This design comes from an exercise in tuning for small area on the open sky130 flow, not from production work.
Where RTL was checked, it was by simulation tests only, not by an equivalence proof against the original.
Function not checked in runs 1 to 3, 5 and 6: the RTL went through the layout flow alone.
No activity file was given, so power comes from the tool's default toggle rates.

--- design/flow/config.mk ---
export PLATFORM = sky130hd
export DESIGN_NAME = axis_adxl_responder
export DESIGN_NICKNAME = axis_adxl_responder
export VERILOG_FILES = /design/flow/design.v
export SDC_FILE = /design/flow/constraint.sdc
export NUM_CORES = 4
export LEC_CHECK = 0
export CAP_MARGIN = 20
export CELL_PAD_IN_SITES_DETAIL_PLACEMENT = 1
export CELL_PAD_IN_SITES_GLOBAL_PLACEMENT = 1
export CORE_MARGIN = 2
export CORE_UTILIZATION = 55
export GPL_ROUTABILITY_DRIVEN = 1
export PLACE_DENSITY = 0.65
export SLEW_MARGIN = 20
--- design/flow/constraint.sdc ---
create_clock -name core_clock -period 12.0 [get_ports {clk}]
set_input_delay 2.4000 -clock core_clock [delete_from_list [all_inputs] [get_ports {clk}]]
set_output_delay 2.4000 -clock core_clock [all_outputs]
set_load 0.01 [all_outputs]
--- design/flow/design.v ---
module axis_adxl_responder #(
  parameter logic [6:0] DEV_ADDR  = 7'h53,
  parameter logic [7:0] DEVID_VAL = 8'hE5
) (
  input  logic        clk,
  input  logic        reset,
  input  logic [31:0] s_axis_tdata,
  input  logic [3:0]  s_axis_tkeep,
  input  logic [7:0]  s_axis_tdest,
  input  logic        s_axis_tvalid,
  input  logic        s_axis_tlast,
  output logic        s_axis_tready,
  output logic [31:0] m_axis_tdata,
  output logic [3:0]  m_axis_tkeep,
  output logic [7:0]  m_axis_tdest,
  output logic        m_axis_tvalid,
  output logic        m_axis_tlast,
  input  logic        m_axis_tready,
  output logic [7:0]  power_ctl
);
  logic [15:0][3:0][7:0] regs_q;
  logic [5:0]  ptr_q;
  logic        resp_q;     
  logic        busy_q;     
  logic        wr_q;       
  logic        pend_q;     
  logic        first_q;    
  logic [7:0]  left_q;     
  logic        idle, hdr_acc, match, is_rd, wr_acc;
  logic [7:0]  n_eff;
  assign s_axis_tready = !reset && !resp_q;
  assign m_axis_tvalid = resp_q;
  assign m_axis_tdest  = {DEV_ADDR, 1'b1};
  assign power_ctl     = regs_q[4'hB][1];
  assign idle    = !resp_q && !busy_q;
  assign hdr_acc = idle && s_axis_tvalid;
  assign match   = (s_axis_tdest[7:1] == DEV_ADDR);
  assign is_rd   = match && s_axis_tdest[0];
  assign wr_acc  = busy_q && wr_q && s_axis_tvalid;
  assign n_eff   = (s_axis_tdata[7:0] == 8'h00) ? 8'd1 : s_axis_tdata[7:0];
  logic [3:0]      lane_wr;     
  logic [3:0][1:0] lane_o;      
  logic [2:0]      n_wr;        
  logic [5:0]      ld_byte;     
  logic [5:0]      base;
  logic            any_keep;
  always_comb begin
    logic [2:0] cnt;
    logic       got;
    cnt      = '0;
    got      = !first_q;
    ld_byte  = '0;
    lane_wr  = '0;
    lane_o   = '0;
    for (int i = 0; i < 4; i++) begin
      if (s_axis_tkeep[i]) begin
        if (!got) begin
          ld_byte = s_axis_tdata[i*8 +: 6];
          got     = 1'b1;
        end else begin
          lane_wr[i] = 1'b1;
          lane_o[i]  = cnt[1:0];
          cnt        = cnt + 3'd1;
        end
      end
    end
    n_wr     = cnt;
    any_keep = |s_axis_tkeep;
  end
  assign base = first_q ? ld_byte : ptr_q;
  logic [3:0]      bank_we;
  logic [3:0]      bank_nx;
  logic [3:0][7:0] bank_d;
  always_comb begin
    for (int b = 0; b < 4; b++) begin
      logic [1:0] rel;
      rel        = 2'(b) - base[1:0];
      bank_nx[b] = (2'(b) < base[1:0]);
      bank_we[b] = 1'b0;
      bank_d[b]  = '0;
      for (int i = 0; i < 4; i++) begin
        if (lane_wr[i] && lane_o[i] == rel) begin
          bank_we[b] = wr_acc;
          bank_d[b]  = s_axis_tdata[i*8 +: 8];
        end
      end
    end
  end
  logic [15:0] row_hit;
  always_comb begin
    for (int r = 0; r < 16; r++) row_hit[r] = (base[5:2] == 4'(r));
  end
  logic [3:0][7:0] bank_dr;
  always_comb begin
    for (int b = 0; b < 4; b++) bank_dr[b] = bank_d[b] & {8{!reset}};
  end
  for (genvar r = 0; r < 16; r++) begin : g_row
    for (genvar b = 0; b < 4; b++) begin : g_bank
      if (r == 0 && b == 0) begin : g_devid
        assign regs_q[r][b] = DEVID_VAL;
      end else begin : g_reg
        logic [7:0] q;
        logic       hit;
        assign hit = reset || (bank_we[b] && (bank_nx[b] ? row_hit[(r + 15) % 16] : row_hit[r]));
        always_ff @(posedge clk) begin
          if (hit) q <= (r == 11 && b == 0) ? (bank_dr[b] | {4'b0, reset, 1'b0, reset, 1'b0}) : bank_dr[b];
        end
        assign regs_q[r][b] = q;
      end
    end
  end
  always_ff @(posedge clk) begin
    if (reset) begin
      resp_q <= 1'b0;
      busy_q <= 1'b0;
      ptr_q  <= '0;
    end else begin
      if (hdr_acc) begin
        if (!s_axis_tlast) busy_q <= 1'b1;
        if (is_rd) begin
          ptr_q <= ptr_q + n_eff[5:0];
          if (s_axis_tlast) resp_q <= 1'b1;
        end
      end
      if (busy_q && s_axis_tvalid && s_axis_tlast) begin
        busy_q <= 1'b0;
        if (!wr_q && pend_q) resp_q <= 1'b1;
      end
      if (wr_acc && (!first_q || any_keep)) ptr_q <= base + {3'b0, n_wr};
      if (resp_q && m_axis_tready && m_axis_tlast) resp_q <= 1'b0;
    end
  end
  always_ff @(posedge clk) begin
    if (hdr_acc) begin
      wr_q    <= match && !s_axis_tdest[0];
      pend_q  <= is_rd;
      first_q <= 1'b1;
      left_q  <= n_eff;
    end
    if (wr_acc && any_keep) first_q <= 1'b0;
    if (resp_q && m_axis_tready) left_q[7:2] <= left_q[7:2] - 6'd1;
  end
  logic [5:0] cur;
  assign cur = ptr_q - left_q[5:0];
  assign m_axis_tlast = (left_q[7:3] == 5'd0) && !(left_q[2] && (left_q[1:0] != 2'd0));
  assign m_axis_tkeep = {|left_q[7:2],
                         (|left_q[7:2]) || (&left_q[1:0]),
                         |left_q[7:1],
                         1'b1};
  logic [15:0]     cur_row;
  logic [3:0][7:0] bank_q;
  always_comb begin
    for (int r = 0; r < 16; r++) cur_row[r] = (cur[5:2] == 4'(r));
    for (int b = 0; b < 4; b++) begin
      bank_q[b] = '0;
      for (int r = 0; r < 16; r++) begin
        if ((2'(b) < cur[1:0]) ? cur_row[(r + 15) % 16] : cur_row[r])
          bank_q[b] = bank_q[b] | regs_q[r][b];
      end
    end
    for (int i = 0; i < 4; i++) begin
      m_axis_tdata[i*8 +: 8] = m_axis_tkeep[i] ? bank_q[2'(i) + cur[1:0]] : 8'h00;
    end
  end
endmodule
--- design/flow/run.sh ---
#!/bin/bash
# synth_recipe.tcl (not shown) runs the flow's synth.tcl, then flattens the netlist and writes it again
# the make line also repeats each setting of config.mk as NAME=value (left out here)
make -C /OpenROAD-flow-scripts/flow DESIGN_CONFIG=/design/flow/config.mk WORK_HOME=/design/flow/orfs CLKGATE_MAP_FILE= SYNTH_SCRIPT=/design/flow/synth_recipe.tcl finish
==> results of run 1 <==
## synth_stat cells, types with 9 or more instances
cell type and count:
buf_2 46, o21bai_1 33, edfxtp_1 514, inv_1 41, a211oi_1 16, mux2i_1 68
a32oi_1 12, clkbuf_1 65, mux2_2 36, xor2_1 12, nand2_1 186, xnor2_1 19
a21o_1 42, dfxtp_1 9, a221oi_1 39, a31o_2 9, a31oi_1 28, nor3_1 38
a21oi_1 92, o21ai_0 55, nor2_1 108, and3_1 19, a22oi_1 65, and2_1 9
o211ai_1 40, a22o_1 29, mux4_2 15, o2bb2ai_1 18, nor2b_1 13, o22ai_1 19
buf_4 24, a222oi_1 17, nand3_1 55, nand2b_1 12, ha_1 27, nand4_1 13
## per-layer routing
layer	global-route usage	up-vias	share of wire
li1	-	8031	-
met1	0.532	9830	0.39
met2	0.584	1258	0.45
met3	0.0792	255	0.11
met4	0.160	2	0.049
met5	0	-	0.00014
## state kept, by name, summed over array words and instances (netlist names)
register,cells
g_row.g_bank.g_reg.q,504
left_q,8
ptr_q,6
busy_q,1
first_q,1
pend_q,1
resp_q,1
wr_q,1
## cells by family after synthesis
family          Yosys count  share of synthesized area
flops                   523                      0.609
mux                     125                     0.0585
xor+xnor                 34                     0.0125
other cells               2                   0.000293
simple gates            502                     0.0929
fa+ha+maj                31                     0.0163
buf+inv                 190                     0.0353
compound gates          602                      0.175
## cell usage in the layout (no fill, tap or decap), drive strengths merged, types with 57 or more instances in the layout
| cell type | count |
|---|---|
| clkdlybuf4s50 | 93 |
| buf | 57 |
| a21oi | 95 |
| a22oi | 65 |
| o21ai | 65 |
| mux2i | 70 |
| clkbuf | 63 |
| nand2 | 187 |
| nor2 | 111 |
| edfxtp | 514 |
## power by group
| part | leakage [nW] | switching (mW) | internal, mW |
|---|---|---|---|
| Combinational | 4.18 | 0.802 | 0.369 |
| Sequential | 5.36 | 0.0653 | 2.23 |
| Clock | 0.835 | 0.710 | 0.931 |
## worst paths after layout
kind | from | end | slack [ns] | depth (start not counted)
setup / recovery | ptr_q[0]$_SDFFE_PP0P_ | m_axis_tdata[3] | 3.50 | 15
hold reg to reg | resp_q$_SDFF_PP0_ | resp_q$_SDFF_PP0_ | 0.59 | 2
setup reg to reg | first_q$_SDFFE_PP0P_ | g_row[10].g_bank[2].g_reg.q[0]$_DFFE_PP_ | 6.13 | 13
hold / removal | resp_q$_SDFF_PP0_ | resp_q$_SDFF_PP0_ | 0.59 | 2
## final cells by class
type | instances | area, sq um
Tap cell | 607 | 759
Clock buffer | 63 | 1390
Timing Repair Buffer | 150 | 1360
Clock inverter | 31 | 300
Inverter | 41 | 154
Multi-Input combinational cell | 1303 | 9220
Fill cell | 4493 | 17500
Sequential cell | 523 | 15600
## metrics by stage
| step | util | hold WS [ns] | worst slack (ns) | area [sq um] | cells |
|---|---|---|---|---|---|
| after global placement | 0.586 | 0.545 | 3.99 | 27100 | 2624 |
| after CTS | 0.622 | 0.587 | 3.56 | 28800 | 2718 |
| after global routing | 0.622 | 0.623 | 3.36 | 28800 | 2718 |
| after detailed placement | 0.586 | 0.563 | 3.68 | 27100 | 2624 |
| final | 0.622 | 0.587 | 3.50 | 28800 | 2718 |
| after floorplan | - | 0.526 | 5.38 | 25700 | 2016 |
## worst max-delay path: stages (launching register included)
cell and delay, ns:
dfxtp_1 0.33, inv_1 0.10, ha_1 0.19, inv_1 0.06
fa_1 0.57, and3_1 0.29, or3_1 0.39, nand2_2 0.37
buf_4 0.59, mux4_2 0.60, a2111oi_4 0.39, o21ai_1 0.12
o2bb2ai_1 0.23, o31ai_2 0.48, mux2i_1 0.22, clkdlybuf4s50_1 0.53
==> metrics.cfg, run 1 <==
[run_status]
outcome=timing/DRC/antenna clean

[timing]
worst_clock_skew_ns=0.0158
slew_limit_fails=0
layout_worst_path_cycle_share=0.709
slew_headroom=0.183
tightestPinTransition_ns=1.22
grt_setup_unrepaired=false
timing.final.setup_violations=0
hold_viol=0
fmaxAchievable_mhz=118
totalNegativeSetupSlack_ns=0
min_period_ns=8.50

[placement]
final_gp_congestion=0.962
numPortBuffers=94
place.detailed.hpwl_um=63700

[clocking]
clk_path_buf_depth=3
cts_max_level=2
cts_hold_repair.buffers=0
cts.reportedPaths.clkPinSlew_ns=0.06
cts_root_buf=clkbuf_16
post-cts-setup-buffers=0
cts_resized=0
cts_made_buffers=54
tritoncts=yes
clock_insertion_delay_at_the_later_pin_of_the_skew_report_ns=0.61
clock-sinks=523

[drt]
drt-initial-drc-count=2761
drt_pass1_iterations=6
route.antenna.remaining_nets=0
detailroute.via_count=19400
final_wl_um=91600
vias_per_cell=7.13
route.detailed.drc=0
detail_route.wl_per_cell_um=33.7

[power]
post-layout-total-power_mw=5.10
power_density_nw_per_um2=177
ir_drop_mv=0.143
power.leakage_nw=10.4

[global_routing]
overall_fraction_of_global_route_tracks_in_use=0.382
grt_first_pass_wirelength_um=132000
grt_overflow_total=0
first_global_vias=19200
grt_antenna_before_repair=2
maximum_number_of_pins_on_one_net_before_global_route_repair=51

[setup_path]
critical_path_class=flip-flop to primary output
setup.worst_path.end_class=primary output
critPathLaunchType=flip-flop
timing.critical_path.arrival_ns=6.10
critical_path_peak_fanout=35
worst_ep_required_time_ns=9.60

[logic_synthesis]
yosys_warnings=1
synth_cell_type_count=104
synth_largest_type_area_fraction=0.602
synth_area_leaders=edfxtp_1 (60%), nand2_1 (2.7%), mux2i_1 (2.7%)
netlist.top_cell.by_area=edfxtp_1
syn-cell-area_sq_um=25600
synth_ff_type=edfxtp_1
seq_area_frac_synth=0.609
synth_async_sr_flop_share=0
synth_enable_flop_cells=514
postSynthCellCount=2009
ys_ff_latch=523
synthesis.area_per_instance_sq_um=12.8

[floorplanning]
initial_core_util=0.554
ioPinCount=104
design.die.area_sq_um=48400
floorplan.rows=79
design.core.area_sq_um=46300
fp.dieW_um=220
die-height_um=220

[hold_path]
holdCritPathClass=flip-flop to flip-flop

[layout]
final_layout_size_suffix_gt1_frac=0.117
synthToLayoutAreaGrowth_pct=12.3
insertedDiodeCount=0
nets=2153

[run]
maxCapViolations=0

==> run 2: changes to the inputs <==
--- a/design/flow/design.v
+++ b/design/flow/design.v
@@ -68,5 +68,5 @@
     any_keep = |s_axis_tkeep;
   end
-  assign base = first_q ? ld_byte : ptr_q;
+  assign base = (first_q && !resp_q) ? ld_byte : ptr_q;
   logic [3:0]      bank_we;
   logic [3:0]      bank_nx;
@@ -110,4 +110,8 @@
     end
   end
+  logic       resp_acc;
+  logic [2:0] ptr_inc;
+  assign resp_acc = resp_q && m_axis_tready;
+  assign ptr_inc  = resp_q ? (m_axis_tlast ? left_q[2:0] : 3'd4) : n_wr;
   always_ff @(posedge clk) begin
     if (reset) begin
@@ -118,8 +122,5 @@
       if (hdr_acc) begin
         if (!s_axis_tlast) busy_q <= 1'b1;
-        if (is_rd) begin
-          ptr_q <= ptr_q + n_eff[5:0];
-          if (s_axis_tlast) resp_q <= 1'b1;
-        end
+        if (is_rd && s_axis_tlast) resp_q <= 1'b1;
       end
       if (busy_q && s_axis_tvalid && s_axis_tlast) begin
@@ -127,6 +128,6 @@
         if (!wr_q && pend_q) resp_q <= 1'b1;
       end
-      if (wr_acc && (!first_q || any_keep)) ptr_q <= base + {3'b0, n_wr};
-      if (resp_q && m_axis_tready && m_axis_tlast) resp_q <= 1'b0;
+      if (resp_acc || (wr_acc && (!first_q || any_keep))) ptr_q <= base + {3'b0, ptr_inc};
+      if (resp_acc && m_axis_tlast) resp_q <= 1'b0;
     end
   end
@@ -139,8 +140,8 @@
     end
     if (wr_acc && any_keep) first_q <= 1'b0;
-    if (resp_q && m_axis_tready) left_q[7:2] <= left_q[7:2] - 6'd1;
+    if (resp_acc) left_q[7:2] <= left_q[7:2] - 6'd1;
   end
   logic [5:0] cur;
-  assign cur = ptr_q - left_q[5:0];
+  assign cur = ptr_q;
   assign m_axis_tlast = (left_q[7:3] == 5'd0) && !(left_q[2] && (left_q[1:0] != 2'd0));
   assign m_axis_tkeep = {|left_q[7:2],
--- a/design/flow/config.mk
+++ b/design/flow/config.mk
@@ -11,4 +11,5 @@
 export CORE_MARGIN = 2
 export CORE_UTILIZATION = 55
+export CTS_BUF_LIST = sky130_fd_sc_hd__clkbuf_4
 export GPL_ROUTABILITY_DRIVEN = 1
 export PLACE_DENSITY = 0.65
==> metrics.cfg, run 2 <==
[run_status]
outcome=timing/DRC/antenna clean

[drt]
route.detailed.drc=0  ; unchanged
drt-initial-drc-count=2361  ; -14%
vias_per_cell=6.86  ; -3.8%
detail_route.wl_per_cell_um=32.8  ; -2.8%
detailroute.via_count=17900  ; -7.6%
final_wl_um=85600  ; -6.6%
route.antenna.remaining_nets=0  ; unchanged
drt_pass1_iterations=6  ; unchanged

[setup_path]
timing.critical_path.arrival_ns=5.81  ; -0.29 ns
setup.worst_path.end_class=primary output
timing.critical_path.buf_inv=3  ; -1
critical_path_class=flip-flop to primary output
critPathMaxStageDelay_ns=0.86  ; +0.26 ns
cp_top_family=buffers and inverters
timing.critical_path.cells=buf_4 -> clkinv_1 -> o22ai_1 -> a222oi_1 -> nand4_1 -> or3_1 -> o21ai_0 -> o21ai_0 -> clkdlybuf4s50_1
crit_path_frequent_cell=o21ai_0
critical_path_peak_fanout=45  ; +29%
worst_path_max_delay_cell=dfxtp_2
critPathLaunchType=flip-flop
worst_ep_required_time_ns=9.60  ; about the same

[clocking]
cts_resized=0  ; unchanged
cts_made_buffers=135  ; +150%
post-cts-setup-buffers=0  ; unchanged
clock_insertion_delay_at_the_later_pin_of_the_skew_report_ns=0.97  ; +0.36 ns
cts.reportedPaths.clkPinSlew_ns=0.07  ; about the same
cts_root_buf=clkbuf_4
clk_path_buf_depth=3  ; unchanged
cts_hold_repair.buffers=0  ; unchanged
cts_max_level=4  ; +2
clock-sinks=523  ; unchanged
tritoncts=yes

[floorplanning]
ioPinCount=104  ; unchanged
design.die.area_sq_um=46000  ; -4.9%
floorplan.rows=77  ; -2.5%
fp.dieW_um=214  ; -2.5%
initial_core_util=0.554  ; about the same
die-height_um=214  ; -2.5%
design.core.area_sq_um=43900  ; -5.0%

[layout]
synthToLayoutAreaGrowth_pct=14.3
num-fill-cells=4205  ; -6.4%
final_cell_mix=edfxtp_1 (514), clkbuf_4 (199), nand2_1 (111)
nets=1989  ; -7.6%
number_of_flip_flops_in_the_largest_register=504  ; unchanged
utilization=0.634  ; +0.0114
mostFrequentLayoutCell=edfxtp_1
biggestRegsByFlops=g_row.g_bank.g_reg.q (504), left_q (8), ptr_q (6)
multi_input_combinational_cell_area_sq_um=8460  ; -8.3%
area.sequential_sq_um=15600  ; about the same
final_layout_size_suffix_gt1_frac=0.187  ; +0.0697
regMostFlops=g_row.g_bank.g_reg.q

[logic_synthesis]
synth_common_cells=edfxtp_1 (514), nand2_1 (111), nor2_1 (88), a22oi_1 (73), mux2i_1 (72)
synth_async_sr_flop_share=0  ; unchanged
synth_largest_type_area_fraction=0.634  ; +0.0318
postSynthCellCount=1757  ; -13%
synth.most_common_cell=edfxtp_1
seq_area_frac_synth=0.641  ; +0.0321
syn-cell-area_sq_um=24400  ; -5.0%
yosys_warnings=1  ; unchanged
synth_area_leaders=edfxtp_1 (63%), mux2i_1 (3.0%), a22oi_1 (2.3%)
synth_cell_type_count=103  ; -0.96%
synth_enable_flop_cells=514  ; unchanged
netlist.top_cell.by_area=edfxtp_1
synth_ff_type=edfxtp_1
synthesis.area_per_instance_sq_um=13.9  ; +8.6%
ys_ff_latch=523  ; unchanged

[power]
clock_power_share=0.351  ; +0.029
total_switching_power_mw=1.19  ; -25%
switching_share=0.268  ; -0.0411
power_density_nw_per_um2=160  ; -10%
ir_drop_mv=0.149  ; +4.7%
share_seq_of_total_power=0.514  ; +0.065
power.combinational.fraction=0.134  ; -0.095
p_int_mw=3.25  ; -7.8%
power.leakage_nw=9.94  ; -4.3%

[timing]
slew_headroom=0.228  ; +0.0450
fmaxAchievable_mhz=122  ; +3.6%
totalNegativeSetupSlack_ns=0  ; unchanged
slew_limit_fails=0  ; unchanged
worst_clock_skew_ns=0.0380  ; +0.0222 ns
tightestPinTransition_ns=1.16  ; -0.0673 ns
timing.final.setup_violations=0  ; unchanged
min_period_ns=8.21  ; -0.296 ns
hold_viol=0  ; unchanged
grt_setup_unrepaired=false
layout_worst_path_cycle_share=0.684  ; -0.0246

[global_routing]
grt_antenna_before_repair=5  ; +3
overall_fraction_of_global_route_tracks_in_use=0.373  ; -0.00857
maximum_number_of_pins_on_one_net_before_global_route_repair=59  ; +16%
grt_first_pass_wirelength_um=123000  ; -6.9%
first_global_vias=18400  ; -4.3%
grt_overflow_total=0  ; unchanged

[placement]
place.detailed.hpwl_um=58400  ; -8.4%
numPortBuffers=94  ; unchanged
final_gp_congestion=1.04  ; +8.5%

[hold_path]
holdCritPathClass=flip-flop to flip-flop

[run]
maxCapViolations=0  ; unchanged

-- run 2: cell count changes after synthesis, sizes merged, moves of 24 or more --
| cell | before | now |
|---|---|---|
| o211ai | 40 | 1 |
| nand3 | 55 | 22 |
| nand2 | 187 | 112 |
| a21oi | 95 | 65 |
| a221oi | 41 | 17 |
-- run 2: cell type report --
class / count / area share
antenna: 5 / 0.000449
multi-input combinational: 1109 / 0.304
clock buffer: 198 / 0.0534
clock inverter: 32 / 0.00845
sequential: 523 / 0.561
inverter: 22 / 0.00297
timing repair buffer: 130 / 0.0433
tap: 592 / 0.0266
-- run 2: worst paths after layout --
| path | startpoint | to | slack (ns) | cells after the start |
|---|---|---|---|---|
| setup / recovery | ptr_q[5]$_SDFFE_PP0P_ | m_axis_tdata[6] | 3.79 | 9 |
| hold reg to reg | busy_q$_SDFFE_PP0P_ | busy_q$_SDFFE_PP0P_ | 0.57 | 2 |
| hold / removal | busy_q$_SDFFE_PP0P_ | busy_q$_SDFFE_PP0P_ | 0.57 | 2 |
| setup reg to reg | first_q$_SDFFE_PP0P_ | g_row[9].g_bank[1].g_reg.q[3]$_DFFE_PP_ | 6.82 | 10 |
-- run 2: cell families after synthesis --
logic type | Yosys count | share of synthesized area
other | 2 | 0.000308
AND/OR/NAND/NOR | 447 | 0.0991
AO/OA/AOI/OAI | 487 | 0.153
adder cells (fa/ha/maj) | 19 | 0.0104
buffers and inverters | 132 | 0.0265
multiplexers | 133 | 0.0635
XOR/XNOR | 14 | 0.00581
flip-flops | 523 | 0.641
-- run 2: layer usage --
layer / track usage / vias up / routed length, um
li1: - / 7489 / -
met1: 0.493 / 9095 / 32700
met2: 0.578 / 1099 / 39900
met3: 0.0935 / 217 / 8890
met4: 0.187 / 2 / 4080
met5: 0 / - / 13
-- run 2: power groups by stage --
stage / Clock (mW) / Sequential, mW / Combinational (mW)
after floorplan: 0 / 2.29 / 0.320
after global placement: 0 / 2.30 / 0.551
after detailed placement: 0 / 2.32 / 0.568
after CTS: 1.58 / 2.28 / 0.571
after global routing: 1.67 / 2.29 / 0.624
final: 1.56 / 2.28 / 0.597
-- run 2: stage by stage --
step | power (mW) | cells | hold WS (ns) | setup WS, ns | cell area (sq um)
finish | 4.44 | 2611 | 0.569 | 3.79 | 27800
global route | 4.59 | 2610 | 0.613 | 3.67 | 27800
CTS | 4.43 | 2605 | 0.570 | 3.83 | 27600
detailed placement | 2.89 | 2375 | 0.561 | 4.35 | 25900
global placement | 2.85 | 2375 | 0.546 | 4.62 | 25900
floorplan | 2.61 | 1764 | 0.526 | 6.14 | 24400
-- run 2: worst min-delay path: stages (launching register included) --
cell,delay (ns)
dfxtp_1,0.34
a21oi_1,0.12
a211oi_1,0.05
==> run 3: changes to the inputs <==
--- a/design/flow/config.mk
+++ b/design/flow/config.mk
@@ -11,5 +11,5 @@
 export CORE_MARGIN = 2
 export CORE_UTILIZATION = 55
-export CTS_BUF_LIST = sky130_fd_sc_hd__clkbuf_4
+export CTS_BUF_LIST = sky130_fd_sc_hd__clkbuf_8
 export GPL_ROUTABILITY_DRIVEN = 1
 export PLACE_DENSITY = 0.65
==> metrics.cfg, run 3 <==
[setup_path]
critPathLaunchType=flip-flop
worst_ep_required_time_ns=9.60  ; about the same
worst-r2r-cell-count=10  ; unchanged
critical_path_peak_fanout=45  ; unchanged
critical_path_class=flip-flop to primary output
rr_endpoint=g_row[13].g_bank[1].g_reg.q[3]$_DFFE_PP_
setup.reg_to_reg.worst_slack_ns=6.93  ; +0.11 ns
setup.worst_path.end_class=primary output
timing.critical_path.arrival_ns=5.56  ; -0.25 ns
crit_reg_reg_startpoint=first_q$_SDFFE_PP0P_

[hold_path]
hold_path.startpoint=busy_q$_SDFFE_PP0P_
holdCritPathClass=flip-flop to flip-flop
worstHoldEndpoint=busy_q$_SDFFE_PP0P_
hold-path-cell-count=2  ; unchanged

[logic_synthesis]
yosys_warnings=1  ; unchanged
postSynthCellCount=1757  ; unchanged
synth_largest_type_area_fraction=0.634  ; unchanged
synth_async_sr_flop_share=0  ; unchanged
synth.most_common_cell=edfxtp_1
synth_cell_type_count=103  ; unchanged
synthesis.area_per_instance_sq_um=13.9  ; unchanged
syn-cell-area_sq_um=24400  ; unchanged
ys_ff_latch=523  ; unchanged
seq_area_frac_synth=0.641  ; unchanged
synth_enable_flop_cells=514  ; unchanged
synth_common_cells=edfxtp_1 (514), nand2_1 (111), nor2_1 (88), a22oi_1 (73), mux2i_1 (72)
netlist.top_cell.by_area=edfxtp_1
synth_area_leaders=edfxtp_1 (63%), mux2i_1 (3.0%), a22oi_1 (2.3%)
synth_ff_type=edfxtp_1

[clocking]
post-cts-setup-buffers=0  ; unchanged
cts_hold_repair.buffers=0  ; unchanged
tritoncts=yes
clk_path_buf_depth=3  ; unchanged
cts_resized=0  ; unchanged
cts_max_level=3  ; -1
cts.reportedPaths.clkPinSlew_ns=0.07  ; about the same
clock-sinks=523  ; unchanged
clock_insertion_delay_at_the_later_pin_of_the_skew_report_ns=0.69  ; -0.28 ns
cts_made_buffers=84  ; -38%
cts_root_buf=clkbuf_8

[power]
ir_drop_mv=0.111  ; -26%
power_density_nw_per_um2=157  ; -1.8%
power.leakage_nw=9.81  ; -1.2%
post-layout-total-power_mw=4.33  ; -2.5%

[floorplanning]
die-height_um=214  ; unchanged
design.core.area_sq_um=43900  ; unchanged
initial_core_util=0.554  ; unchanged
design.die.area_sq_um=46000  ; unchanged
fp.dieW_um=214  ; unchanged
floorplan.rows=77  ; unchanged
ioPinCount=104  ; unchanged

[timing]
fmaxAchievable_mhz=126  ; +3.1%
grt_setup_unrepaired=false
hold_viol=0  ; unchanged
totalNegativeSetupSlack_ns=0  ; unchanged
layout_worst_path_cycle_share=0.663  ; -0.0206
slew_limit_fails=0  ; unchanged
slew_headroom=0.244  ; +0.0164
tightestPinTransition_ns=1.13  ; -0.0222 ns
timing.final.setup_violations=0  ; unchanged
worst_clock_skew_ns=0.0355  ; -0.00250 ns
min_period_ns=7.96  ; -0.247 ns

[drt]
detail_route.wl_per_cell_um=33.5  ; +2.1%
route.detailed.drc=0  ; unchanged
drt-initial-drc-count=2401  ; +1.7%
detailroute.via_count=17500  ; -2.0%
final_wl_um=84700  ; -1.1%
route.antenna.remaining_nets=0  ; unchanged
vias_per_cell=6.94  ; +1.2%
drt_pass1_iterations=8  ; +2

[layout]
area.sequential_sq_um=15600  ; unchanged
multi_input_combinational_cell_area_sq_um=8430  ; -0.27%
final_cell_mix=edfxtp_1 (514), nand2_1 (111), clkdlybuf4s50_1 (93)
number_of_flip_flops_in_the_largest_register=504  ; unchanged
nets=1940  ; -2.5%
mostFrequentLayoutCell=edfxtp_1
final_layout_size_suffix_gt1_frac=0.139  ; -0.0482
regMostFlops=g_row.g_bank.g_reg.q
stdcell_area_sq_um=27600  ; -0.71%
synthToLayoutAreaGrowth_pct=13.5
num-fill-cells=4176  ; -0.69%
utilization=0.629  ; -0.00453
biggestRegsByFlops=g_row.g_bank.g_reg.q (504), left_q (8), ptr_q (6)

[global_routing]
grt_first_pass_wirelength_um=122000  ; -1.3%
grt_overflow_total=0  ; unchanged
overall_fraction_of_global_route_tracks_in_use=0.366  ; -0.00702
maximum_number_of_pins_on_one_net_before_global_route_repair=59  ; unchanged
grt_antenna_before_repair=4  ; -1
first_global_vias=17900  ; -2.9%

[placement]
post_placement_cell_area_sq_um=25900  ; unchanged
numPortBuffers=94  ; unchanged
final_gp_congestion=1.04  ; unchanged
place.detailed.hpwl_um=58400  ; unchanged

[run_status]
outcome=timing/DRC/antenna clean

[run]
maxCapViolations=0  ; unchanged

## run 3: cell counts after synthesis
No cell type changed its count.
## run 3: metrics by stage
stage | setup WS (ns) | hold slack, ns | instances
global placement | 4.62 | 0.546 | 2375
global route | 3.97 | 0.611 | 2528
floorplan | 6.14 | 0.526 | 1764
finish | 4.04 | 0.566 | 2529
CTS | 4.17 | 0.569 | 2524
detailed placement | 4.35 | 0.561 | 2375
## run 3: final cells by class
class	instances	share of cell area
flip-flops and latches	523	0.565
diodes	2	0.000181
inverters	22	0.00299
clock inverters	62	0.0123
clock buffers	87	0.0433
multi-input cells	1109	0.305
well taps	592	0.0268
repair buffers	132	0.0442
## run 3: power breakdown
part	leakage, nW	switching (mW)	total, mW	internal (mW)
Clock	0.901	0.713	1.45	0.737
Combinational	3.55	0.405	0.595	0.190
Sequential	5.36	0.0614	2.28	2.22
## run 3: layer usage
metal  global-route usage  routed length (um)  vias to the layer above
met3               0.0833                8790                      222
met2                0.570               39000                     1071
met1                0.493               32900                     8927
li1                     -                   -                     7329
met5                    0                   0                        -
met4                0.170                4040                        0
## run 3: cells by family (layout without fill, tap and decap cells)
group                      count (synthesis)  after routing  share of synthesized area
xor gates and xnor gates                  14             14                    0.00581
AOI/OAI and AO/OA                        487            487                      0.153
buffers and inverters                    132            303                     0.0265
other                                      2             11                   0.000308
adders and majority gates                 19             19                     0.0104
and+or+nand+nor                          447            447                     0.0991
DFF                                      523            523                      0.641
muxes                                    133            133                     0.0635
## run 3: how the worst max path moves through the flow
stage	from	end	slack, ns	depth (start not counted)
2_1_floorplan	s_axis_tkeep[0]	g_row[10].g_bank[0].g_reg.q[7]$_DFFE_PP_	6.14	14
3_3_place_gp	s_axis_tkeep[0]	g_row[1].g_bank[0].g_reg.q[2]$_DFFE_PP_	4.62	11
3_5_place_dp	s_axis_tkeep[0]	g_row[12].g_bank[0].g_reg.q[2]$_DFFE_PP_	4.35	11
4_1_cts	ptr_q[5]$_SDFFE_PP0P_	m_axis_tdata[6]	4.17	9
5_1_grt	ptr_q[5]$_SDFFE_PP0P_	m_axis_tdata[6]	3.97	9
6_report	ptr_q[5]$_SDFFE_PP0P_	m_axis_tdata[6]	4.04	9
## run 3: critical path: stages (launching register included)
cell and delay, ns:
dfxtp_2 0.87, buf_4 0.69, clkinv_1 0.73, o22ai_1 0.76, a222oi_1 0.25, nand4_1 0.33
or3_1 0.16, o21ai_0 0.14, o21ai_0 0.29, clkdlybuf4s50_1 0.58
==> run 4: changes to the inputs <==
--- a/design/flow/design.v
+++ b/design/flow/design.v
@@ -69,4 +69,5 @@
   end
   assign base = (first_q && !resp_q) ? ld_byte : ptr_q;
+  logic [3:0][3:0] bank_sel;    
   logic [3:0]      bank_we;
   logic [3:0]      bank_nx;
@@ -77,21 +78,20 @@
       rel        = 2'(b) - base[1:0];
       bank_nx[b] = (2'(b) < base[1:0]);
-      bank_we[b] = 1'b0;
+      for (int i = 0; i < 4; i++) bank_sel[b][i] = lane_wr[i] && (lane_o[i] == rel);
+      bank_we[b] = wr_acc && (|bank_sel[b]);
       bank_d[b]  = '0;
       for (int i = 0; i < 4; i++) begin
-        if (lane_wr[i] && lane_o[i] == rel) begin
-          bank_we[b] = wr_acc;
-          bank_d[b]  = s_axis_tdata[i*8 +: 8];
-        end
+        if (bank_sel[b][i] && !reset) bank_d[b] = bank_d[b] | s_axis_tdata[i*8 +: 8];
       end
     end
   end
   logic [15:0] row_hit;
+  logic [3:0]  we_here, we_next;
   always_comb begin
-    for (int r = 0; r < 16; r++) row_hit[r] = (base[5:2] == 4'(r));
-  end
-  logic [3:0][7:0] bank_dr;
-  always_comb begin
-    for (int b = 0; b < 4; b++) bank_dr[b] = bank_d[b] & {8{!reset}};
+    for (int r = 0; r < 16; r++) row_hit[r] = (base[5:2] == 4'(r)) || reset;
+    for (int b = 0; b < 4; b++) begin
+      we_here[b] = (bank_we[b] && !bank_nx[b]) || reset;
+      we_next[b] = bank_we[b] && bank_nx[b];
+    end
   end
   for (genvar r = 0; r < 16; r++) begin : g_row
@@ -100,10 +100,10 @@
         assign regs_q[r][b] = DEVID_VAL;
       end else begin : g_reg
-        logic [7:0] q;
-        logic       hit;
-        assign hit = reset || (bank_we[b] && (bank_nx[b] ? row_hit[(r + 15) % 16] : row_hit[r]));
-        always_ff @(posedge clk) begin
-          if (hit) q <= (r == 11 && b == 0) ? (bank_dr[b] | {4'b0, reset, 1'b0, reset, 1'b0}) : bank_dr[b];
-        end
+        logic [7:0] q, d;
+        logic       wr, hold;
+        assign wr   = (we_here[b] && row_hit[r]) || (we_next[b] && row_hit[(r + 15) % 16]);
+        assign hold = !wr;
+        assign d    = (r == 11 && b == 0) ? (bank_d[b] | {4'b0, reset, 1'b0, reset, 1'b0}) : bank_d[b];
+        always_ff @(posedge clk) q <= (q & {8{hold}}) | (d & {8{wr}});
         assign regs_q[r][b] = q;
       end
@@ -161,5 +161,7 @@
     end
     for (int i = 0; i < 4; i++) begin
-      m_axis_tdata[i*8 +: 8] = m_axis_tkeep[i] ? bank_q[2'(i) + cur[1:0]] : 8'h00;
+      logic [1:0] src;
+      src = 2'(i) + cur[1:0];
+      m_axis_tdata[i*8 +: 8] = m_axis_tkeep[i] ? bank_q[src] : 8'h00;
     end
   end
--- a/design/flow/config.mk
+++ b/design/flow/config.mk
@@ -11,5 +11,7 @@
 export CORE_MARGIN = 2
 export CORE_UTILIZATION = 55
-export CTS_BUF_LIST = sky130_fd_sc_hd__clkbuf_8
+export CTS_BUF_LIST = sky130_fd_sc_hd__clkbuf_16
+export CTS_CLUSTER_DIAMETER = 80
+export CTS_CLUSTER_SIZE = 24
 export GPL_ROUTABILITY_DRIVEN = 1
 export PLACE_DENSITY = 0.65
==> metrics.cfg, run 4 <==
[logic_synthesis]
synth_common_cells=edfxtp_1 (514), mux2i_1 (115), a22oi_1 (108), nor2_1 (108), nand2_1 (85)
synth.most_common_cell=edfxtp_1
yosys_warnings=1  ; unchanged
synth_enable_flop_cells=514  ; unchanged
seq_area_frac_synth=0.635  ; -0.00604
ys_ff_latch=523  ; unchanged
postSynthCellCount=1802  ; +2.6%
synth_cell_type_count=96  ; -6.8%
synth_area_leaders=edfxtp_1 (63%), mux2i_1 (4.7%), a22oi_1 (3.3%)
synth_ff_type=edfxtp_1
netlist.top_cell.by_area=edfxtp_1
synth_largest_type_area_fraction=0.628  ; -0.00597
synthesis.area_per_instance_sq_um=13.6  ; -1.6%
syn-cell-area_sq_um=24600  ; +0.95%
synth_async_sr_flop_share=0  ; unchanged

[clocking]
cts.reportedPaths.clkPinSlew_ns=0.09  ; +0.02 ns
post-cts-setup-buffers=0  ; unchanged
cts_hold_repair.buffers=0  ; unchanged
cts_made_buffers=29  ; -65%
clk_path_buf_depth=3  ; unchanged
clock_insertion_delay_at_the_later_pin_of_the_skew_report_ns=0.62  ; -0.07 ns
cts_resized=0  ; unchanged
clock-sinks=523  ; unchanged
cts_root_buf=clkbuf_16
tritoncts=yes
cts_max_level=1  ; -2

[run]
maxCapViolations=0  ; unchanged

[setup_path]
worst_ep_required_time_ns=9.60  ; about the same
crit_reg_reg_startpoint=first_q$_SDFFE_PP0P_
setup.worst_path.end_class=primary output
timing.critical_path.arrival_ns=5.77  ; +0.21 ns
critical_path_class=flip-flop to primary output
critical_path_peak_fanout=56  ; +24%
critPathLaunchType=flip-flop
setup.reg_to_reg.worst_slack_ns=6.53  ; -0.40 ns
worst-r2r-cell-count=13  ; +3

[timing]
timing.final.setup_violations=0  ; unchanged
slew_limit_fails=0  ; unchanged
tightestPinTransition_ns=1.13  ; -0.00475 ns
worst_clock_skew_ns=0.0216  ; -0.0138 ns
slew_headroom=0.242  ; -0.00224
hold_viol=0  ; unchanged
grt_setup_unrepaired=false
totalNegativeSetupSlack_ns=0  ; unchanged
layout_worst_path_cycle_share=0.681  ; +0.0179
fmaxAchievable_mhz=122  ; -2.6%
min_period_ns=8.17  ; +0.214 ns

[global_routing]
first_global_vias=17700  ; -1.2%
grt_overflow_total=0  ; unchanged
grt_first_pass_wirelength_um=124000  ; +1.9%
grt_antenna_before_repair=0  ; -4
maximum_number_of_pins_on_one_net_before_global_route_repair=57  ; -3.4%
overall_fraction_of_global_route_tracks_in_use=0.366  ; about the same

[power]
switching_share=0.289  ; +0.0169
power.leakage_nw=9.01  ; -8.1%
p_int_mw=2.92  ; -7.2%
power_density_nw_per_um2=153  ; -2.1%
post-layout-total-power_mw=4.12  ; -5.0%
ir_drop_mv=0.175  ; +58%
power.combinational.fraction=0.173  ; +0.036
share_seq_of_total_power=0.557  ; +0.029
total_switching_power_mw=1.19  ; +0.95%
clock_power_share=0.270  ; -0.065

[drt]
vias_per_cell=7.25  ; +4.5%
drt-initial-drc-count=2359  ; -1.7%
final_wl_um=85600  ; +1.1%
route.detailed.drc=0  ; unchanged
detail_route.wl_per_cell_um=35.1  ; +5.0%
route.antenna.remaining_nets=0  ; unchanged
detailroute.via_count=17700  ; +0.69%
drt_pass1_iterations=6  ; -2

[layout]
insertedDiodeCount=0  ; -2
final_layout_size_suffix_gt1_frac=0.0987  ; -0.0403
synthToLayoutAreaGrowth_pct=9.11
nets=1899  ; -2.1%
utilization=0.608  ; -0.0212
num-fill-cells=4221  ; +1.1%
final_cell_mix=edfxtp_1 (514), mux2i_1 (115), nor2_1 (108), a22oi_1 (108), clkdlybuf4s50_1 (93)
mostFrequentLayoutCell=edfxtp_1

[floorplanning]
design.core.area_sq_um=44100  ; +0.44%
ioPinCount=104  ; unchanged
floorplan.rows=77  ; unchanged
initial_core_util=0.557  ; +0.00283
die-height_um=215  ; +0.47%
design.die.area_sq_um=46400  ; +0.93%
fp.dieW_um=215  ; +0.47%

[placement]
place.detailed.hpwl_um=60100  ; +3.0%
numPortBuffers=94  ; unchanged
final_gp_congestion=0.973  ; -6.9%

[hold_path]
holdCritPathClass=flip-flop to flip-flop
hold-path-cell-count=2  ; unchanged
hold_path.startpoint=busy_q$_SDFFE_PP0P_
worstHoldEndpoint=busy_q$_SDFFE_PP0P_

[run_status]
outcome=timing/DRC/antenna clean

[run 4: cell families after synthesis]
group / after synthesis / share of synthesized area
flip-flops: 523 / 0.635
AO/OA/AOI/OAI: 517 / 0.163
AND/OR/NAND/NOR: 421 / 0.0889
multiplexers: 155 / 0.0690
buffers and inverters: 148 / 0.0274
adder cells (fa/ha/maj): 20 / 0.0108
XOR/XNOR: 16 / 0.00601
other: 2 / 0.000305
[run 4: stage by stage]
| stage | worst slack (ns) | std cells | hold WS [ns] | area [sq um] |
|---|---|---|---|---|
| 3_3_place_gp | 4.26 | 2391 | 0.559 | 25900 |
| 2_1_floorplan | 5.85 | 1809 | 0.534 | 24600 |
| 6_report | 3.83 | 2436 | 0.653 | 26800 |
| 5_1_grt | 3.80 | 2436 | 0.659 | 26800 |
| 3_5_place_dp | 4.17 | 2391 | 0.633 | 25900 |
| 4_1_cts | 3.98 | 2436 | 0.647 | 26800 |
[run 4: worst max-delay path, cell delays in order (launching register included)]
cell	delay (ns)
dfxtp_4	0.92
buf_4	0.65
nand3b_1	0.65
o22ai_1	0.20
buf_4	0.22
a221oi_1	0.38
o21ai_0	0.21
a211oi_1	0.74
mux2i_1	0.32
mux2_2	0.35
clkdlybuf4s50_1	0.48
[run 4: per-layer routing]
metal  vias to the layer above  wire [um]  track usage  share of wire
met2                      1071      39800        0.583           0.46
met1                      9091      33900        0.511           0.40
met5                         -          0            0              0
li1                       7288          -            -              -
met3                       220       7890       0.0547          0.092
met4                         0       4030        0.149          0.047
[run 4: cell type report]
cell class / count / area (sq um) / share of cell area
flip-flops and latches: 523 / 15600 / 0.583
clock inverters: 16 / 179 / 0.00667
repair buffers: 118 / 1120 / 0.0416
well taps: 592 / 741 / 0.0276
clock buffers: 29 / 726 / 0.0271
inverters: 20 / 75.1 / 0.00280
multi-input cells: 1138 / 8360 / 0.312
[run 4: worst max-delay path by stage]
stage / start / end / slack (ns) / cells past startpoint
after global placement: s_axis_tkeep[0] / flip-flop / 4.26 / 14
after CTS: ptr_q[5]$_SDFFE_PP0P_ / m_axis_tdata[7] / 3.98 / 10
after detailed placement: s_axis_tkeep[0] / flip-flop / 4.17 / 14
after global routing: ptr_q[5]$_SDFFE_PP0P_ / m_axis_tdata[7] / 3.80 / 10
after floorplan: s_axis_tkeep[0] / flip-flop / 5.85 / 16
final: ptr_q[5]$_SDFFE_PP0P_ / m_axis_tdata[7] / 3.83 / 10
[run 4: power by group through the flow]
stage | registers, mW | logic (mW) | clock network (mW)
6_report | 2.29 | 0.712 | 1.11
5_1_grt | 2.31 | 0.740 | 1.15
4_1_cts | 2.29 | 0.694 | 1.10
3_5_place_dp | 2.33 | 0.691 | 0
3_3_place_gp | 2.32 | 0.673 | 0
2_1_floorplan | 2.29 | 0.390 | 0
==> run 5: changes to the inputs <==
--- a/design/flow/design.v
+++ b/design/flow/design.v
@@ -89,7 +89,7 @@
   logic [3:0]  we_here, we_next;
   always_comb begin
-    for (int r = 0; r < 16; r++) row_hit[r] = (base[5:2] == 4'(r)) || reset;
+    for (int r = 0; r < 16; r++) row_hit[r] = (base[5:2] == 4'(r));
     for (int b = 0; b < 4; b++) begin
-      we_here[b] = (bank_we[b] && !bank_nx[b]) || reset;
+      we_here[b] = bank_we[b] && !bank_nx[b];
       we_next[b] = bank_we[b] && bank_nx[b];
     end
@@ -100,10 +100,11 @@
         assign regs_q[r][b] = DEVID_VAL;
       end else begin : g_reg
-        logic [7:0] q, d;
+        logic [7:0] q;
         logic       wr, hold;
         assign wr   = (we_here[b] && row_hit[r]) || (we_next[b] && row_hit[(r + 15) % 16]);
-        assign hold = !wr;
-        assign d    = (r == 11 && b == 0) ? (bank_d[b] | {4'b0, reset, 1'b0, reset, 1'b0}) : bank_d[b];
-        always_ff @(posedge clk) q <= (q & {8{hold}}) | (d & {8{wr}});
+        assign hold = !(wr || reset);
+        adxl_byte_reg #(.RV((r == 11 && b == 0) ? 8'h0A : 8'h00)) u_byte (
+          .clk(clk), .reset(reset), .hold(hold), .wr(wr), .d(bank_d[b]), .q(q)
+        );
         assign regs_q[r][b] = q;
       end
@@ -161,8 +162,18 @@
     end
     for (int i = 0; i < 4; i++) begin
-      logic [1:0] src;
-      src = 2'(i) + cur[1:0];
-      m_axis_tdata[i*8 +: 8] = m_axis_tkeep[i] ? bank_q[src] : 8'h00;
+      m_axis_tdata[i*8 +: 8] = m_axis_tkeep[i] ? bank_q[2'(i) + cur[1:0]] : 8'h00;
     end
   end
 endmodule
+module adxl_byte_reg #(
+  parameter logic [7:0] RV = 8'h00
+) (
+  input  logic       clk,
+  input  logic       reset,
+  input  logic       hold,
+  input  logic       wr,
+  input  logic [7:0] d,
+  output logic [7:0] q
+);
+  always_ff @(posedge clk) q <= (q & {8{hold}}) | (d & {8{wr}}) | (RV & {8{reset}});
+endmodule
==> design/flow/flow/run.sh (new file) <==
#!/bin/bash
# Own layout flow: the standard layout, except that
#  * synthesis is the standard synthesis script with ABC's area-oriented
#    mapping script (flow/area.abc) in place of the speed script; all the
#    Yosys passes before ABC (and so the registers) are unchanged;
#  * port buffers are the smallest buffer (buf_1);
#  * CTS uses larger sink clusters and no dummy loads.
# Each tool's output goes to a log file in the work folder.
set -euo pipefail
W=$(pwd)

# Synthesis script: synth_recipe.tcl, sourcing a copy of ORFS's synth.tcl
# whose ABC call uses flow/area.abc.
sed "s#source \$::env(SCRIPTS_DIR)/synth_preamble.tcl#source \$::env(SCRIPTS_DIR)/synth_preamble.tcl\nset abc_args [lreplace \$abc_args 1 1 $W/flow/area.abc]#" \
  "$FLOW_HOME/scripts/synth.tcl" > "$W/own_synth.tcl"
grep -q "flow/area.abc" "$W/own_synth.tcl"
sed "s#\$::env(SCRIPTS_DIR)/synth.tcl#$W/own_synth.tcl#" "$W/synth_recipe.tcl" > "$W/own_synth_recipe.tcl"
grep -q "own_synth.tcl" "$W/own_synth_recipe.tcl"

make -C "$FLOW_HOME" DESIGN_CONFIG="$W/config.mk" WORK_HOME="$W/orfs" CLKGATE_MAP_FILE= \
  SYNTH_SCRIPT="$W/own_synth_recipe.tcl" synth > "$W/synth.log" 2>&1

CTS="-sink_clustering_enable -repair_clock_nets -sink_clustering_size 24 -sink_clustering_max_diameter 80 -buf_list sky130_fd_sc_hd__clkbuf_16 -dont_use_dummy_load"
bash "$W/standard.sh" "BUFFER_PORTS_ARGS=-buffer_cell sky130_fd_sc_hd__buf_1" "CTS_ARGS=$CTS" finish > "$W/layout.log" 2>&1
==> design/flow/flow/area.abc (new file) <==
&get -n
&st
&dch -f
&nf -a -R 1000
&st
&syn2
&dch -f
&nf -a -R 1000
&put
topo
==> design/flow/standard.sh (new file) <==
#!/bin/bash
# synth_recipe.tcl (not shown) runs the flow's synth.tcl, then flattens the netlist and writes it again
# the make line also repeats each setting of config.mk as NAME=value (left out here)
make -C /OpenROAD-flow-scripts/flow DESIGN_CONFIG=/design/flow/config.mk WORK_HOME=/design/flow/orfs CLKGATE_MAP_FILE= SYNTH_SCRIPT=/design/flow/synth_recipe.tcl "${@:-finish}"
--- a/design/flow/config.mk
+++ b/design/flow/config.mk
@@ -11,8 +11,6 @@
 export CORE_MARGIN = 2
 export CORE_UTILIZATION = 55
-export CTS_BUF_LIST = sky130_fd_sc_hd__clkbuf_16
-export CTS_CLUSTER_DIAMETER = 80
-export CTS_CLUSTER_SIZE = 24
 export GPL_ROUTABILITY_DRIVEN = 1
 export PLACE_DENSITY = 0.65
 export SLEW_MARGIN = 20
+export SYNTH_HIERARCHICAL = 1
removed: design/flow/run.sh
==> metrics.cfg, run 5 <==
[setup_path]
crit_start=s_axis_tkeep[0]
timing.critical_path.to=g_row[11].g_bank[0].g_reg.u_byte.q[3]$_DFF_P_
crit_reg_reg_startpoint=first_q$_SDFFE_PP0P_
worst-r2r-cell-count=16  ; +3
critical_path_peak_fanout=15  ; -73%
setup.reg_to_reg.worst_slack_ns=5.58  ; -0.95 ns
critical_path_class=primary input to flip-flop
critPathLaunchType=primary input
rr_endpoint=g_row[11].g_bank[0].g_reg.u_byte.q[3]$_DFF_P_
timing.critical_path.arrival_ns=8.68  ; +2.91 ns
worst_path_max_delay_cell=o22ai_1
worst_ep_required_time_ns=12.50  ; +2.90 ns
timing.critical_path.cells=buf_1 -> clkinv_1 -> ha_1 -> and2_0 -> nor3_1 -> nand2_1 -> a32oi_1 -> a21oi_1 -> a21oi_1 -> clkinv_1 -> ha_1 -> xnor2_1 -> or3_1 -> a41oi_1 -> nand2b_1 -> o22ai_1 -> nor2_1 -> a221o_1
setup.worst_path.end_class=flip-flop
critPathMaxStageDelay_ns=0.80  ; -0.12 ns

[clocking]
cts_resized=0  ; unchanged
cts_made_buffers=29  ; unchanged
clk_path_buf_depth=3  ; unchanged
post-cts-setup-buffers=0  ; unchanged
cts.reportedPaths.clkPinSlew_ns=0.08  ; about the same
cts_root_buf=clkbuf_16
clock_insertion_delay_at_the_later_pin_of_the_skew_report_ns=0.61  ; about the same
tritoncts=yes
cts_max_level=1  ; unchanged
cts_hold_repair.buffers=0  ; unchanged
clock-sinks=523  ; unchanged

[hold_path]
holdCritPathClass=flip-flop to flip-flop

[logic_synthesis]
postSynthCellCount=2056  ; +14%
yosys_warnings=9  ; +8
ys_ff_latch=523  ; unchanged
synth_top_family_by_area=compound AO/OA/AOI/OAI gates
synth.most_common_cell=a22o_1
netlist.top_cell.by_area=dfxtp_1
synth_largest_type_area_fraction=0.487  ; -0.140
seq_area_frac_synth=0.502  ; -0.133
synth_cell_type_count=48  ; -50%
synth_enable_flop_cells=10  ; -98%
synth-simple-area-share=0.113  ; +0.0242
synth-xor-area-share=0.00624  ; +0.000231
synth_async_sr_flop_share=0  ; unchanged
synth_adder_area_share=0.0120  ; +0.00121
syn-cell-area_sq_um=21100  ; -14%
synth_common_cells=a22o_1 (526), dfxtp_1 (513), nor2_1 (220), nand2_1 (213), a222oi_1 (120)
synth_ff_type=dfxtp_1
synthMuxAreaShare=0.00802  ; -0.0609
synthesis.area_per_instance_sq_um=10.2  ; -25%
synth-compound-area-share=0.353  ; +0.190
synth_area_leaders=dfxtp_1 (49%), a22o_1 (22%), a222oi_1 (5.7%)

[layout]
final_cell_mix=a22o_1 (526), dfxtp_1 (512), nor2_1 (220)
number_of_flip_flops_in_the_largest_register=504
fin_cells=2713  ; +11%
regMostFlops=g_row.g_bank.g_reg.u_byte.q
num-fill-cells=4187  ; -0.81%
nets=2271  ; +20%
area.sequential_sq_um=10600  ; -32%
stdcell_area_sq_um=22900  ; -14%
final_layout_size_suffix_gt1_frac=0.0264  ; -0.0723
multi_input_combinational_cell_area_sq_um=10400  ; +25%
utilization=0.609  ; +0.00120
mostFrequentLayoutCell=a22o_1
synthToLayoutAreaGrowth_pct=8.91
biggestRegsByFlops=g_row.g_bank.g_reg.u_byte.q (504), left_q (8), ptr_q (6)

[global_routing]
maximum_number_of_pins_on_one_net_before_global_route_repair=55  ; -3.5%
grt_overflow_total=0  ; unchanged
grt_first_pass_wirelength_um=124000  ; +0.28%
overall_fraction_of_global_route_tracks_in_use=0.412  ; +0.0460
first_global_vias=19800  ; +12%
grt_antenna_before_repair=0  ; unchanged

[floorplanning]
ioPinCount=104  ; unchanged
die-height_um=200  ; -7.3%
fp.dieW_um=200  ; -7.3%
design.die.area_sq_um=39900  ; -14%
floorplan.rows=71  ; -7.8%
design.core.area_sq_um=37700  ; -15%
initial_core_util=0.559  ; +0.00216

[drt]
vias_per_cell=7.44  ; +2.6%
detail_route.wl_per_cell_um=30.7  ; -13%
route.antenna.remaining_nets=0  ; unchanged
drt_pass1_iterations=8  ; +2
detailroute.via_count=20200  ; +14%
drt-initial-drc-count=2603  ; +10%
route.detailed.drc=0  ; unchanged
final_wl_um=83300  ; -2.7%

[timing]
slew_headroom=0.214  ; -0.0275
grt_setup_unrepaired=false
worst_clock_skew_ns=0.0421  ; +0.0204 ns
hold_viol=0  ; unchanged
final.hold.worst_slack_ns=0.488  ; -0.165 ns
layout_worst_path_cycle_share=0.682  ; about the same
timing.final.setup_violations=0  ; unchanged
tightestPinTransition_ns=1.17  ; +0.0371 ns
totalNegativeSetupSlack_ns=0  ; unchanged
slew_limit_fails=0  ; unchanged
fin_ws_ns=3.82  ; -0.00562 ns
min_period_ns=8.18  ; +0.00562 ns
fmaxAchievable_mhz=122  ; about the same

[placement]
final_gp_congestion=0.973  ; about the same
place.detailed.hpwl_um=58600  ; -2.5%
numPlacedInstances=2683  ; +12%
post_placement_cell_area_sq_um=22200  ; -14%
place_worst_setup_slack_ns=3.36  ; -0.812 ns
numPortBuffers=94  ; unchanged

[power]
power.leakage_nw=8.41  ; -6.7%
power_density_nw_per_um2=136  ; -12%
ir_drop_mv=0.111  ; -36%
post-layout-total-power_mw=3.11  ; -24%

[run_status]
outcome=timing/DRC/antenna clean

[run]
maxCapViolations=0  ; unchanged

==> run 5: cell count changes in the layout (fill, tap and decap cells not counted), sizes merged, moves of 25 or more <==
| cell | change |
|---|---|
| edfxtp | -504 |
| buf | +93 |
| clkdlybuf4s50 | -93 |
| nor2 | +112 |
| inv | -28 |
| mux2 | -25 |
| a31o | -38 |
| nand2 | +128 |
| a222oi | +106 |
| dfxtp | +504 |
| a22o | +502 |
| a22oi | -63 |
| nor3 | -25 |
| mux2i | -106 |
==> run 5: worst min-delay path by stage <==
| stage | startpoint | endpoint | slack [ns] | cells past startpoint |
|---|---|---|---|---|
| floorplan | g_row[11].g_bank[0].g_reg.u_byte.q[5]$_DFF_P_ | g_row[11].g_bank[0].g_reg.u_byte.q[5]$_DFF_P_ | 0.45 | 1 |
| global placement | g_row[9].g_bank[1].g_reg.u_byte.q[5]$_DFF_P_ | g_row[9].g_bank[1].g_reg.u_byte.q[5]$_DFF_P_ | 0.46 | 1 |
| detailed placement | g_row[9].g_bank[3].g_reg.u_byte.q[5]$_DFF_P_ | g_row[9].g_bank[3].g_reg.u_byte.q[5]$_DFF_P_ | 0.47 | 1 |
| CTS | g_row[9].g_bank[3].g_reg.u_byte.q[5]$_DFF_P_ | g_row[9].g_bank[3].g_reg.u_byte.q[5]$_DFF_P_ | 0.49 | 1 |
| global route | g_row[2].g_bank[2].g_reg.u_byte.q[6]$_DFF_P_ | g_row[2].g_bank[2].g_reg.u_byte.q[6]$_DFF_P_ | 0.50 | 1 |
| finish | g_row[15].g_bank[3].g_reg.u_byte.q[6]$_DFF_P_ | g_row[15].g_bank[3].g_reg.u_byte.q[6]$_DFF_P_ | 0.49 | 1 |
==> run 5: layout make-up <==
class,count,area share
timing repair buffer,119,0.0237
multi-input combinational,1516,0.454
inverter,14,0.00229
antenna,1,0.000109
sequential,523,0.461
tap,511,0.0279
clock buffer,29,0.0316
==> run 5: logic make-up (layout without fill, tap and decap cells) <==
group	count (synthesis)	after routing
AO/OA/AOI/OAI	894	894
XOR/XNOR	15	15
adder cells (fa/ha/maj)	19	19
buffers and inverters	24	162
flip-flops	523	523
multiplexers	16	16
other	2	10
AND/OR/NAND/NOR	563	563
==> run 5: per-layer routing <==
metal | share of wire | wire (um) | global-route usage
met1 | 0.39 | 32300 | 0.529
met2 | 0.45 | 37600 | 0.653
met3 | 0.11 | 8860 | 0.0955
met4 | 0.054 | 4530 | 0.207
met5 | 0 | 0 | 0
==> run 5: where the power goes <==
part	switching (mW)	total [mW]	internal [mW]
registers	0.00632	1.75	1.74
logic	0.301	0.374	0.0726
clock network	0.562	0.989	0.428
total	0.869	3.11	2.24
==> run 5: critical path: cells and delay by family <==
kind                       cells  cell delay (ns)
xor gates and xnor gates       1             0.17
AOI/OAI and AO/OA              6             2.61
buffers and inverters          3             0.67
adders and majority gates      2             0.74
and+or+nand+nor                6             2.07
==> run 6: changes to the inputs <==
--- a/design/flow/flow/run.sh
+++ b/design/flow/flow/run.sh
@@ -21,4 +21,4 @@
   SYNTH_SCRIPT="$W/own_synth_recipe.tcl" synth > "$W/synth.log" 2>&1
 
-CTS="-sink_clustering_enable -repair_clock_nets -sink_clustering_size 24 -sink_clustering_max_diameter 80 -buf_list sky130_fd_sc_hd__clkbuf_16 -dont_use_dummy_load"
+CTS="-sink_clustering_enable -repair_clock_nets -sink_clustering_size 16 -sink_clustering_max_diameter 60 -buf_list sky130_fd_sc_hd__clkbuf_8 -dont_use_dummy_load"
 bash "$W/standard.sh" "BUFFER_PORTS_ARGS=-buffer_cell sky130_fd_sc_hd__buf_1" "CTS_ARGS=$CTS" finish > "$W/layout.log" 2>&1
==> metrics.cfg, run 6 <==
[run_status]
outcome=timing/DRC/antenna clean

[layout]
final_cell_mix=a22o_1 (526), dfxtp_1 (512), nor2_1 (220)
multi_input_combinational_cell_area_sq_um=10400  ; about the same
synthToLayoutAreaGrowth_pct=8.17
biggestRegsByFlops=g_row.g_bank.g_reg.u_byte.q (504), left_q (8), ptr_q (6)
nets=2285  ; +0.62%
area.sequential_sq_um=10600  ; unchanged
stdcell_area_sq_um=22800  ; -0.68%
regMostFlops=g_row.g_bank.g_reg.u_byte.q
final_layout_size_suffix_gt1_frac=0.0321  ; +0.00570
insertedDiodeCount=0  ; -1
number_of_flip_flops_in_the_largest_register=504  ; unchanged
mostFrequentLayoutCell=a22o_1
num-fill-cells=4228  ; +0.98%
fin_cells=2726  ; +0.48%

[clocking]
cts_hold_repair.buffers=0  ; unchanged
cts.reportedPaths.clkPinSlew_ns=0.11  ; +0.03 ns
clk_path_buf_depth=3  ; unchanged
cts_made_buffers=41  ; +41%
clock_insertion_delay_at_the_later_pin_of_the_skew_report_ns=0.68  ; +0.07 ns
cts_root_buf=clkbuf_8
cts_max_level=2  ; +1
clock-sinks=523  ; unchanged
cts_resized=0  ; unchanged
post-cts-setup-buffers=0  ; unchanged
tritoncts=yes

[floorplanning]
floorplan.rows=71  ; unchanged
initial_core_util=0.559  ; unchanged
fp.dieW_um=200  ; unchanged
design.die.area_sq_um=39900  ; unchanged
ioPinCount=104  ; unchanged
die-height_um=200  ; unchanged
design.core.area_sq_um=37700  ; unchanged

[hold_path]
holdCritPathClass=flip-flop to flip-flop

[drt]
drt-initial-drc-count=2598  ; -0.19%
route.detailed.drc=0  ; unchanged
vias_per_cell=7.41  ; -0.45%
detailroute.via_count=20200  ; +0.030%
drt_pass1_iterations=11  ; +3
detail_route.wl_per_cell_um=30.4  ; -0.85%
route.antenna.remaining_nets=0  ; unchanged
final_wl_um=83000  ; -0.37%

[power]
p_int_mw=2.13  ; -5.3%
switching_share=0.290  ; +0.0113
power.leakage_nw=8.36  ; -0.61%
ir_drop_mv=0.0959  ; -14%
power.combinational.fraction=0.125  ; +0.005
clock_power_share=0.290  ; -0.028
total_switching_power_uw=870  ; about the same
power_density_nw_per_um2=131  ; -3.2%
share_seq_of_total_power=0.585  ; +0.023

[run]
maxCapViolations=0  ; unchanged

[global_routing]
grt_overflow_total=0  ; unchanged
overall_fraction_of_global_route_tracks_in_use=0.412  ; about the same
grt_antenna_before_repair=1  ; +1
maximum_number_of_pins_on_one_net_before_global_route_repair=55  ; unchanged
grt_first_pass_wirelength_um=124000  ; -0.43%
first_global_vias=19700  ; -0.61%

[logic_synthesis]
synth_common_cells=a22o_1 (526), dfxtp_1 (513), nor2_1 (220), nand2_1 (213), a222oi_1 (120)
postSynthCellCount=2056  ; unchanged
syn-cell-area_sq_um=21100  ; unchanged
synth_async_sr_flop_share=0  ; unchanged
synth.most_common_cell=a22o_1
synth_ff_type=dfxtp_1
synth_enable_flop_cells=10  ; unchanged
synth_largest_type_area_fraction=0.487  ; unchanged
synthesis.area_per_instance_sq_um=10.2  ; unchanged
synth_area_leaders=dfxtp_1 (49%), a22o_1 (22%), a222oi_1 (5.7%)
netlist.top_cell.by_area=dfxtp_1
seq_area_frac_synth=0.502  ; unchanged
ys_ff_latch=523  ; unchanged
yosys_warnings=9  ; unchanged
synth_cell_type_count=48  ; unchanged

[setup_path]
critPathMaxStageDelay_ns=0.82  ; +0.02 ns
worst_path_max_delay_cell=a21oi_1
timing.critical_path.buf_inv=3  ; unchanged
setup.worst_path.end_class=flip-flop
cp_top_family=compound AO/OA/AOI/OAI gates
critPathLaunchType=primary input
critical_path_peak_fanout=15  ; unchanged
timing.critical_path.arrival_ns=8.75  ; +0.07 ns
timing.critical_path.cells=buf_1 -> clkinv_1 -> ha_1 -> and2_0 -> nor3_1 -> nand2_1 -> a32oi_1 -> a21oi_1 -> a21oi_1 -> clkinv_1 -> ha_1 -> xnor2_1 -> or3_1 -> a41oi_1 -> nand2b_1 -> o22ai_1 -> nor2_1 -> a221o_1
critical_path_class=primary input to flip-flop
worst_ep_required_time_ns=12.54  ; +0.04 ns

[timing]
slew_limit_fails=0  ; unchanged
worst_clock_skew_ns=0.0672  ; +0.0251 ns
timing.final.setup_violations=0  ; unchanged
totalNegativeSetupSlack_ns=0  ; unchanged
grt_setup_unrepaired=false
min_period_ns=8.22  ; +0.0393 ns
fmaxAchievable_mhz=122  ; -0.48%
tightestPinTransition_ns=1.16  ; -0.00739 ns
layout_worst_path_cycle_share=0.685  ; +0.00328
slew_headroom=0.219  ; +0.00498
fin_ws_ns=3.78  ; -0.0393 ns
hold_viol=0  ; unchanged

[placement]
final_gp_congestion=0.973  ; unchanged
numPlacedInstances=2683  ; unchanged
numPortBuffers=94  ; unchanged
place_worst_setup_slack_ns=3.36  ; unchanged
place.detailed.hpwl_um=58600  ; unchanged
post_placement_cell_area_sq_um=22200  ; unchanged

[run 6: power by group through the flow]
| stage | Sequential (mW) | Combinational, mW | Clock [mW] |
|---|---|---|---|
| 2_1_floorplan | 1.79 | 0.196 | 0 |
| 3_3_place_gp | 1.79 | 0.348 | 0 |
| 3_5_place_dp | 1.79 | 0.355 | 0 |
| 4_1_cts | 1.75 | 0.356 | 0.868 |
| 5_1_grt | 1.75 | 0.388 | 0.932 |
| 6_report | 1.75 | 0.374 | 0.870 |
[run 6: area by class of cell]
| class | count | area share |
|---|---|---|
| flip-flops and latches | 523 | 0.464 |
| multi-input cells | 1516 | 0.457 |
| well taps | 511 | 0.0281 |
| clock buffers | 41 | 0.0248 |
| repair buffers | 121 | 0.0244 |
| inverters | 14 | 0.00231 |
[run 6: cell families after synthesis]
kind of cell / after synthesis / synth area share
multiplexers: 16 / 0.00802
adder cells (fa/ha/maj): 19 / 0.0120
AO/OA/AOI/OAI: 894 / 0.353
buffers and inverters: 24 / 0.00588
other: 2 / 0.000356
flip-flops: 523 / 0.502
AND/OR/NAND/NOR: 563 / 0.113
XOR/XNOR: 15 / 0.00624
[run 6: worst register-to-register path: stages, from the launching register on]
cell	delay, ns
dfxtp_1	0.39
ha_1	0.25
and2_0	0.28
nor3_1	0.52
nand2_1	0.12
a32oi_1	0.24
a21oi_1	0.06
a21oi_1	0.82
clkinv_1	0.39
ha_1	0.46
xnor2_1	0.17
or3_1	0.38
a41oi_1	0.35
nand2b_1	0.44
o22ai_1	0.80
nor2_1	0.35
a221o_1	0.39
[run 6: path summary, 6_finish.rpt]
check | slack, ns | depth (start not counted) | endpoint | startpoint
hold reg to reg | 0.49 | 1 | g_row[15].g_bank[3].g_reg.u_byte.q[6]$_DFF_P_ | g_row[15].g_bank[3].g_reg.u_byte.q[6]$_DFF_P_
setup reg to reg | 5.51 | 16 | g_row[11].g_bank[0].g_reg.u_byte.q[3]$_DFF_P_ | first_q$_SDFFE_PP0P_
setup / recovery | 3.78 | 18 | g_row[11].g_bank[0].g_reg.u_byte.q[3]$_DFF_P_ | s_axis_tkeep[0]
hold / removal | 0.49 | 1 | g_row[15].g_bank[3].g_reg.u_byte.q[6]$_DFF_P_ | g_row[15].g_bank[3].g_reg.u_byte.q[6]$_DFF_P_
[run 6: per-layer routing]
layer  up-vias  part of all wire  GRT usage
li1       8653                 -          -
met4         2             0.052      0.202
met3       278              0.11     0.0916
met5         -           0.00049          0
met1     10100              0.39      0.535
met2      1199              0.45      0.650
[run 6: through the flow]
step / total power [mW] / hold WS (ns) / util
detailed placement: 2.15 / 0.467 / 0.590
floorplan: 1.99 / 0.448 / -
CTS: 2.97 / 0.492 / 0.605
finish: 3.00 / 0.492 / 0.605
global route: 3.07 / 0.502 / 0.605
global placement: 2.14 / 0.460 / 0.590

-- what the ideal ports hide --
The flow's constraints put no driver on any port. The routed layouts listed below were extracted and timed again, unchanged, in two steps. Step 1 (the two cells are an assumption about what drives the block):
set clk [get_ports {clk}]
set_driving_cell -lib_cell sky130_fd_sc_hd__clkbuf_16 $clk
set_driving_cell -lib_cell sky130_fd_sc_hd__buf_2 [delete_from_list [all_inputs] $clk]
Step 2 adds t to the input delays and takes it off the output delays; t is the mean of the earliest and latest rising clock arrival at the registers after step 1. Input paths then give back, and output paths get back, about the clock's delay inside the block. a / b / c = ideal / step 1 / step 2; a / b = the first two.
| run | t, ns | setup WS [ns] | hold slack, ns | clock arrival spread, ns | worst slew at a driven data input, ns |
|---|---|---|---|---|---|
| run 1 | 0.667 | 3.498 / 3.439 / 3.504 | 0.587 / 0.587 / 0.587 | 0.025 / 0.025 | 0.04 |
| run 2 | 1.013 | 3.793 / 3.736 / 4.272 | 0.569 / 0.569 / 0.569 | 0.046 / 0.046 | 0.03 |
| run 3 | 0.731 | 4.040 / 3.983 / 4.294 | 0.566 / 0.566 / 0.566 | 0.036 / 0.036 | 0.04 |
| run 4 | 0.671 | 3.826 / 3.767 / 4.118 | 0.653 / 0.653 / 0.653 | 0.027 / 0.027 | 0.04 |
| run 5 | 0.655 | 3.820 / 3.843 / 3.188 | 0.488 / 0.488 / 0.488 | 0.042 / 0.043 | 0.06 |
| run 6 | 0.699 | 3.781 / 3.791 / 3.092 | 0.492 / 0.492 / 0.492 | 0.075 / 0.075 | 0.06 |
After both steps every run listed still meets setup and hold. The setup slack of run 6, which loses most, moves by +0.010 ns with the drivers and by -0.689 ns with both steps.
